Background: an optimization exercise with open tools, aiming at small area and a short achievable clock period. Do not read the settings as production practice. Function was checked by simulation only, so behaviour that the tests miss may differ from the original. Power and IR drop assume default switching activity.

### flow/constraint.sdc
create_clock -name core_clock -period 4.0 [get_ports {clk}]
set_input_delay 0.8000 -clock core_clock [delete_from_list [all_inputs] [get_ports {clk}]]
set_output_delay 0.8000 -clock core_clock [all_outputs]
set_load 0.01 [all_outputs]
### flow/config.mk
export PLATFORM = sky130hd
export DESIGN_NAME = bus_responder
export DESIGN_NICKNAME = bus_responder
export VERILOG_FILES = /design/flow/design.v
export SDC_FILE = /design/flow/constraint.sdc
export NUM_CORES = 4
export LEC_CHECK = 0
export CAP_MARGIN = 20
export CORE_MARGIN = 2
export CORE_UTILIZATION = 40
export SLEW_MARGIN = 20
### flow/run.sh
#!/bin/bash
# synth_recipe.tcl (not shown) runs the flow's synth.tcl, then flattens the netlist and writes it again
# the make line also repeats each setting of config.mk as NAME=value (left out here)
make -C /OpenROAD-flow-scripts/flow DESIGN_CONFIG=/design/flow/config.mk WORK_HOME=/design/flow/orfs CLKGATE_MAP_FILE= SYNTH_SCRIPT=/design/flow/synth_recipe.tcl finish
### flow/design.v
package bus_pkg;
  localparam int AW_DEF = 8;
  localparam int DW_DEF = 8;
  localparam logic BUS_RD = 1'b1;
  localparam logic BUS_WR = 1'b0;
  typedef enum logic [1:0] {
    ST_IDLE  = 2'd0,
    ST_GRANT = 2'd1,
    ST_WAIT  = 2'd2,
    ST_ACK   = 2'd3
  } bus_state_e;
endpackage
module bus_ram #(
  parameter int AW    = 8,
  parameter int DW    = 8,
  parameter int DEPTH = 200
) (
  input  logic          clk,
  input  logic          rst,
  input  logic          we,
  input  logic          re,
  input  logic [AW-1:0] addr,
  input  logic [DW-1:0] wdata,
  output logic [DW-1:0] rdata
);
  logic [DW-1:0] mem_r [DEPTH];
  logic [DW-1:0] rdata_r;
  always_ff @(posedge clk) begin
    if (we) begin
      mem_r[addr] <= wdata;
    end
  end
  always_ff @(posedge clk) begin
    if (rst) begin
      rdata_r <= {DW{1'b0}};
    end else if (re) begin
      rdata_r <= mem_r[addr];
    end
  end
  assign rdata = rdata_r;
endmodule
module bus_responder #(
  parameter int AW    = bus_pkg::AW_DEF,
  parameter int DW    = bus_pkg::DW_DEF,
  parameter int DEPTH = 200,
  parameter int WAIT  = 2
) (
  input  logic          clk,
  input  logic          rst,
  input  logic          mreq,
  output logic          mgrnt,
  input  logic          mas,
  input  logic          mrw,
  input  logic [AW-1:0] maddr,
  input  logic [DW-1:0] mwdata,
  output logic [DW-1:0] mrdata,
  output logic          mrdy,
  output logic          merr
);
  localparam logic [AW:0] DEPTH_LIM = (AW+1)'(DEPTH);
  localparam logic [3:0]  WAIT_LD   = 4'(WAIT);
  bus_pkg::bus_state_e    state_r;
  bus_pkg::bus_state_e    state_s;
  logic [3:0]    cnt_r;
  logic          rw_r;
  logic [AW-1:0] addr_r;
  logic [DW-1:0] wdata_r;
  logic          oor_r;
  logic          mgrnt_r;
  logic          mrdy_r;
  logic          merr_r;
  logic [DW-1:0] mrdata_r;
  logic          acc_rw_s;
  logic [AW-1:0] acc_addr_s;
  logic [DW-1:0] acc_wdata_s;
  logic          inrange_s;
  logic          commit_s;
  logic          ram_we_s;
  logic          ram_re_s;
  logic [DW-1:0] ram_rdata_s;
  always_comb begin
    state_s = state_r;
    case (state_r)
      bus_pkg::ST_IDLE: begin
        if (mreq) state_s = bus_pkg::ST_GRANT;
        else      state_s = bus_pkg::ST_IDLE;
      end
      bus_pkg::ST_GRANT: begin
        if (mas) begin
          if (WAIT_LD == 4'd0) state_s = bus_pkg::ST_ACK;
          else                 state_s = bus_pkg::ST_WAIT;
        end else if (!mreq) begin
          state_s = bus_pkg::ST_IDLE;
        end else begin
          state_s = bus_pkg::ST_GRANT;
        end
      end
      bus_pkg::ST_WAIT: begin
        if (cnt_r <= 4'd1) state_s = bus_pkg::ST_ACK;
        else               state_s = bus_pkg::ST_WAIT;
      end
      bus_pkg::ST_ACK: begin
        if (mreq) state_s = bus_pkg::ST_GRANT;
        else      state_s = bus_pkg::ST_IDLE;
      end
      default: state_s = bus_pkg::ST_IDLE;
    endcase
  end
  always_comb begin
    if (state_r == bus_pkg::ST_GRANT) begin
      acc_rw_s    = mrw;
      acc_addr_s  = maddr;
      acc_wdata_s = mwdata;
    end else begin
      acc_rw_s    = rw_r;
      acc_addr_s  = addr_r;
      acc_wdata_s = wdata_r;
    end
    inrange_s = ({1'b0, acc_addr_s} < DEPTH_LIM);
    commit_s  = (state_s == bus_pkg::ST_ACK) && (state_r != bus_pkg::ST_ACK) && !rst;
    ram_we_s  = commit_s && inrange_s && (acc_rw_s == bus_pkg::BUS_WR);
    ram_re_s  = commit_s && inrange_s && (acc_rw_s == bus_pkg::BUS_RD);
  end
  bus_ram #(
    .AW    (AW),
    .DW    (DW),
    .DEPTH (DEPTH)
  ) u_ram (
    .clk   (clk),
    .rst   (rst),
    .we    (ram_we_s),
    .re    (ram_re_s),
    .addr  (acc_addr_s),
    .wdata (acc_wdata_s),
    .rdata (ram_rdata_s)
  );
  always_ff @(posedge clk) begin
    if (rst) begin
      state_r <= bus_pkg::ST_IDLE;
      cnt_r   <= 4'd0;
      rw_r    <= bus_pkg::BUS_WR;
      addr_r  <= {AW{1'b0}};
      wdata_r <= {DW{1'b0}};
      oor_r   <= 1'b0;
    end else begin
      state_r <= state_s;
      if (state_r == bus_pkg::ST_GRANT && mas) begin
        cnt_r   <= WAIT_LD;
        rw_r    <= mrw;
        addr_r  <= maddr;
        wdata_r <= mwdata;
      end else if (state_r == bus_pkg::ST_WAIT && cnt_r != 4'd0) begin
        cnt_r <= cnt_r - 4'd1;
      end
      if (commit_s) begin
        oor_r <= !inrange_s;
      end
    end
  end
  always_ff @(posedge clk) begin
    if (rst) begin
      mgrnt_r  <= 1'b0;
      mrdy_r   <= 1'b0;
      merr_r   <= 1'b0;
      mrdata_r <= {DW{1'b0}};
    end else begin
      mgrnt_r <= (state_r != bus_pkg::ST_IDLE);
      mrdy_r  <= (state_r == bus_pkg::ST_ACK);
      merr_r  <= (state_r == bus_pkg::ST_ACK) && oor_r;
      if (state_r == bus_pkg::ST_ACK && rw_r == bus_pkg::BUS_RD) begin
        mrdata_r <= oor_r ? {DW{1'b0}} : ram_rdata_s;
      end
    end
  end
  assign mgrnt  = mgrnt_r;
  assign mrdy   = mrdy_r;
  assign merr   = merr_r;
  assign mrdata = mrdata_r;
endmodule
==> summary.txt <==
- Unrepaired setup endpoints after global routing: no
- Via density: roughly 5.6
- The number of endpoints with negative hold slack in the final report is 0.
- The sequential cells in the finished layout cover a total of roughly 0.05 sq mm.
- Internal Dissipation: 29100 uW
- Entering global routing, the biggest net connects 121 pins.
- Worst relative slew slack: 28.3%
- At the end of the flow, the number of nets in the layout was 3989.
* Wire length of the first global-routing pass: approximately 250 mm
- Buffer type at the clock tree root: sky130_fd_sc_hd__clkbuf_16
* Number of max-slew violations in the final report: 0
- Portion of total power attributed to sequential cells: 50.5%
* Routability congestion estimate from global placement: 0.899
- Mapped Cells: between 3000 and 4000
- Power dissipated by switching net loads: 8750 uW
- CTS Hold Buffers Added: 0
* Total power draw: 37900 uW
- Yosys mapped a number of flops with a built-in enable equal to 1600.
- Number of H-tree levels: 4
- The die covers 0.164 sq mm.
- Worst-Margin Slew: 1070 ps
- Result of the run: complete, no violations
- Synth cell count leaders: sky130_fd_sc_hd__edfxtp_1 (1600), sky130_fd_sc_hd__nand2_1 (369), sky130_fd_sc_hd__mux4_2 (281)
* Final routed DRC violation total: 0
- Final hold slack: 470 ps
* Slowest Stage Delay on Critical Path: 540 ps
- In this run, CTS created clock tree buffers numbering 170.
* Cell with the largest stage delay on the worst path: sky130_fd_sc_hd__mux4_2
- For this run, the total global-route usage over all layers was measured as 20.7%.
- Of all nets on the critical path, the largest fanout is 17.
- Worst setup SP type: register
- The wire-length estimate of the detail-placed layout is 110 mm.
- Number of filler instances in the final layout: about 13000
- Relative to the synthesized area, the layout overhead comes to 18.5%.
- The finished layout holds 6261 standard cells, fillers aside.
- sky130_fd_sc_hd__edfxtp_1 is the most common cell in the netlist.
- The total area inside the core boundary comes to roughly 0.16 sq mm.
- In this run the count of I/O pins placed on the die edge is 32.
- In the final routed layout, each cell accounts on average for 27.1 microns.
- Setup violations remaining at the end of the flow were counted as 0.
- For this run, asynchronously set or reset flops after synthesis account for 0%.
- Class of the most critical hold timing path: register to register
* F_max: between 200 and 300 MHz
- Worst IR Drop VDD: between 400 and 500 uV
- Area contributors post-synth: sky130_fd_sc_hd__edfxtp_1 (75%), sky130_fd_sc_hd__mux4_2 (9.8%), sky130_fd_sc_hd__mux2i_1 (2.8%), sky130_fd_sc_hd__nand2_1 (2.1%), sky130_fd_sc_hd__dfxtp_1 (1.3%)
- Area of the mapped netlist: ~0.064 sq mm
* Number of iterations in the first detailed-routing pass: 6
- For this design the ratio of total power to cell area is 496 mW/mm^2.
* Via count: about 35000
- The biggest area contributor in the post-synthesis netlist is sky130_fd_sc_hd__edfxtp_1.
- The via count of the first global-routing pass was 34600.
* Aggregate routed wire length: 170 mm
* CTS Buffer Depth: 3
- For this run, the leading register cell type out of synthesis is sky130_fd_sc_hd__edfxtp_1.
- Slack of the worst reg-to-reg path: ~200 ps
- Data arrives at the worst endpoint at 4500 ps.
- In this run, synthesis produced a sequential element count of 1643.
- Cell Rows: 147
- Height of the chip: 405 microns
- Number of antenna violations at the first check in global routing: 7
* Number of warning messages in the yosys log: 2
- The share of synthesized area in the top cell type comes to 74.6%.
- In this run, the combinational gates consume 8.2% of the power.
- Walking the worst path, the cells encountered are inv_1 -> ha_4 -> mux2i_4 -> buf_12 -> buf_12 -> buf_12 -> buf_4 -> mux4_2 -> a32o_1 -> a31oi_1 -> and4_1 -> o21a_1 -> a31oi_1.
- The average instance in the mapped netlist occupies 18.4 sq um.
* Area of the multi-input gates: 0.0145 sq mm
- TritonCTS built the clock tree.
- Clock latency on the worst-skew pair, taken at its later pin, is 810 ps.
* Kind of end point of the critical path: register
* Kind of critical path: register to register
* Congestion Overflow GR: 0
* Layout cell share with drive strength beyond 1: roughly 25%
* Post-CTS setup buffer count: 0
- Port buffering added 31 buffers.
- Floorplan die width: 405 microns
* Clock net sink count: 1643
- Number of unique standard cell types used by synthesis: 66
* Post-layout min period: 3800 ps
- For the worst setup path, the data required time is 4700 ps.
- Top Family by Delay on Critical Path: buffers and inverters
* Synthesized netlist net count: 3521
- Worst setup slack before clock tree synthesis: -165 ps
* Most used cell, CP: sky130_fd_sc_hd__buf_12
* Portion of the post-synthesis area used by sequential elements: between 70% and 80%
* Part of the total power dissipated in the clock network: 41.3%
- Switching power as a share of total power: 23.1%
- Clock-pin slew was measured on the worst setup and hold paths at 60 ps.
* Effective utilization at floorplan: between 40% and 50%
- Setup total negative slack on the finished layout was measured at 0 ps.
- Setup skew after layout: 59.8 ps
- Post-route setup slack: 200 ps
* Final critical-path share of the clock period: between 90% and 100%
- Placed Cells incl. Taps: slightly below 6000
* Number of routed nets with antenna violations: 0
* Number of buffer and inverter stages on the critical path: 5
- The analysis attributes to cell leakage a power of 0.0265 uW.
- The tool flagged a number of max-cap violations equal to 0.
- Count of routing violations after the opening detailed-route iteration: 4091
## worst register-to-register path, delay by kind of cell (launching register included)
family | cells | cell delay [ps]
buf+inv | 5 | 1020
mux | 2 | 920
compound gates | 4 | 710
simple gates | 1 | 390
flops | 1 | 330
fa+ha+maj | 1 | 330
## metrics by stage
stage                     area, sq um  utilization, %
after detailed placement        70800            44.2
final                           76400            47.7
after global placement          70800            44.2
after global routing            76400            47.7
after floorplan                 64400               -
after CTS                       76300            47.7
## path summary, 6_finish.rpt
kind,start,endpoint,cells past startpoint
setup reg to reg,state_r[1],u_ram.rdata_r[3],13
hold / removal,wdata_r[5],wdata_r[5],2
setup / recovery,state_r[1],u_ram.rdata_r[3],13
hold reg to reg,wdata_r[5],wdata_r[5],2
## state kept, by name, indices dropped and copies added (netlist names)
| signal | flops |
|---|---|
| state_r | 2 |
| u_ram.rdata_r | 8 |
| mrdy_r | 1 |
| oor_r | 1 |
| wdata_r | 8 |
| mrdata_r | 8 |
| u_ram.mem_r | 1600 |
| rw_r | 1 |
| addr_r | 8 |
| cnt_r | 4 |
| mgrnt_r | 1 |
| merr_r | 1 |
## layer usage
layer	vias up	routed length (microns)	GRT usage, %
li1	14900	-	-
met1	18400	71300	29.5
met3	272	13500	4.12
met5	-	24	0
met2	1442	80100	32.3
met4	4	4730	6.21
## timing repair
action                                  CTS  global route
resized for setup                         0             1
endpoints found under the hold margin     0             0
endpoints found under the setup margin    0             3
## kinds of logic (layout without fill, tap and decap cells)
| family | after synthesis | after routing | synth area share (%) |
|---|---|---|---|
| simple gates | 859 | 859 | 5.77 |
| compound gates | 293 | 293 | 3.37 |
| fa+ha+maj | 7 | 7 | 0.136 |
| xor+xnor | 3 | 3 | 0.0408 |
| buf+inv | 214 | 820 | 1.88 |
| other cells | 0 | 2 | 0 |
| mux | 474 | 474 | 12.9 |
| flops | 1643 | 1643 | 75.9 |
## placed cells by master, fill, tap and decap left out, types with 10 or more instances in the layout
cell                              Yosys  layout
sky130_fd_sc_hd__clkbuf_1            63      28
sky130_fd_sc_hd__dfxtp_1             43      43
sky130_fd_sc_hd__nand2_1            369     369
sky130_fd_sc_hd__nand3_1            158     158
sky130_fd_sc_hd__clkinv_16            0      10
sky130_fd_sc_hd__nand4_1             33      33
sky130_fd_sc_hd__nor3_1              14      14
sky130_fd_sc_hd__nor2_1             228     228
sky130_fd_sc_hd__o21ai_0             10      10
sky130_fd_sc_hd__a32oi_1             21      21
sky130_fd_sc_hd__mux4_2             281     281
sky130_fd_sc_hd__buf_4               25     413
sky130_fd_sc_hd__a21oi_1             60      60
sky130_fd_sc_hd__clkinv_1             0      42
sky130_fd_sc_hd__a22oi_1            104     104
sky130_fd_sc_hd__clkdlybuf4s50_1      0      30
sky130_fd_sc_hd__mux2i_1            178     176
sky130_fd_sc_hd__buf_12               1      61
sky130_fd_sc_hd__clkbuf_16            0     170
sky130_fd_sc_hd__a31oi_1             19      18
sky130_fd_sc_hd__edfxtp_1          1600    1600
sky130_fd_sc_hd__bufinv_16            0      15
sky130_fd_sc_hd__clkinv_2             0      30
## power by group through the flow
stage / Clock [uW] / Sequential, uW / Combinational (uW)
finish: 15700 / 19100 / 3120
global route: 16600 / 19100 / 3290
CTS: 15900 / 19100 / 3140
detailed placement: 0 / 19500 / 3140
global placement: 0 / 19500 / 3110
floorplan: 0 / 19500 / 1710
## area by class of cell
class / count / share of cell area [%]
Sequential cell: 1643 / 64.1
Multi-Input combinational cell: 1636 / 19.0
Clock inverter: 112 / 1.57
Clock buffer: 198 / 5.71
Tap cell: 2160 / 3.54
Inverter: 5 / 0.0246
Timing Repair Buffer: 505 / 6.06
Antenna cell: 2 / 0.00655

separate check: timing with driven ports:
The results above use ideal ports. As a check the final layout listed here was re-extracted and re-timed, cells and wires unchanged.
Step 1 (the two cells are an assumption about what drives the block):
set clk [get_ports {clk}]
set_driving_cell -lib_cell sky130_fd_sc_hd__clkbuf_16 $clk
set_driving_cell -lib_cell sky130_fd_sc_hd__buf_2 [delete_from_list [all_inputs] $clk]
Step 2 moves the port delays by t, midway between the first and last clock arrival at a register: inputs arrive t later, outputs are due t later. That takes back most of the time a late clock gives input paths.
a / b / c = ideal / step 1 / step 2; a / b = the first two.
t (ns): 0.861
slack for setup (ns): 0.200 / 0.200 / -0.203
worst setup path after step 2: input to register
latest minus earliest clock arrival (ns): 0.066 / 0.066
worst register clock-pin slew, ns: 0.06 / 0.06
With both steps, setup timing fails in this run, where it was met with ideal ports. For this run, drivers alone change the setup slack by 0.000 ns; drivers and shift together by -0.403 ns.
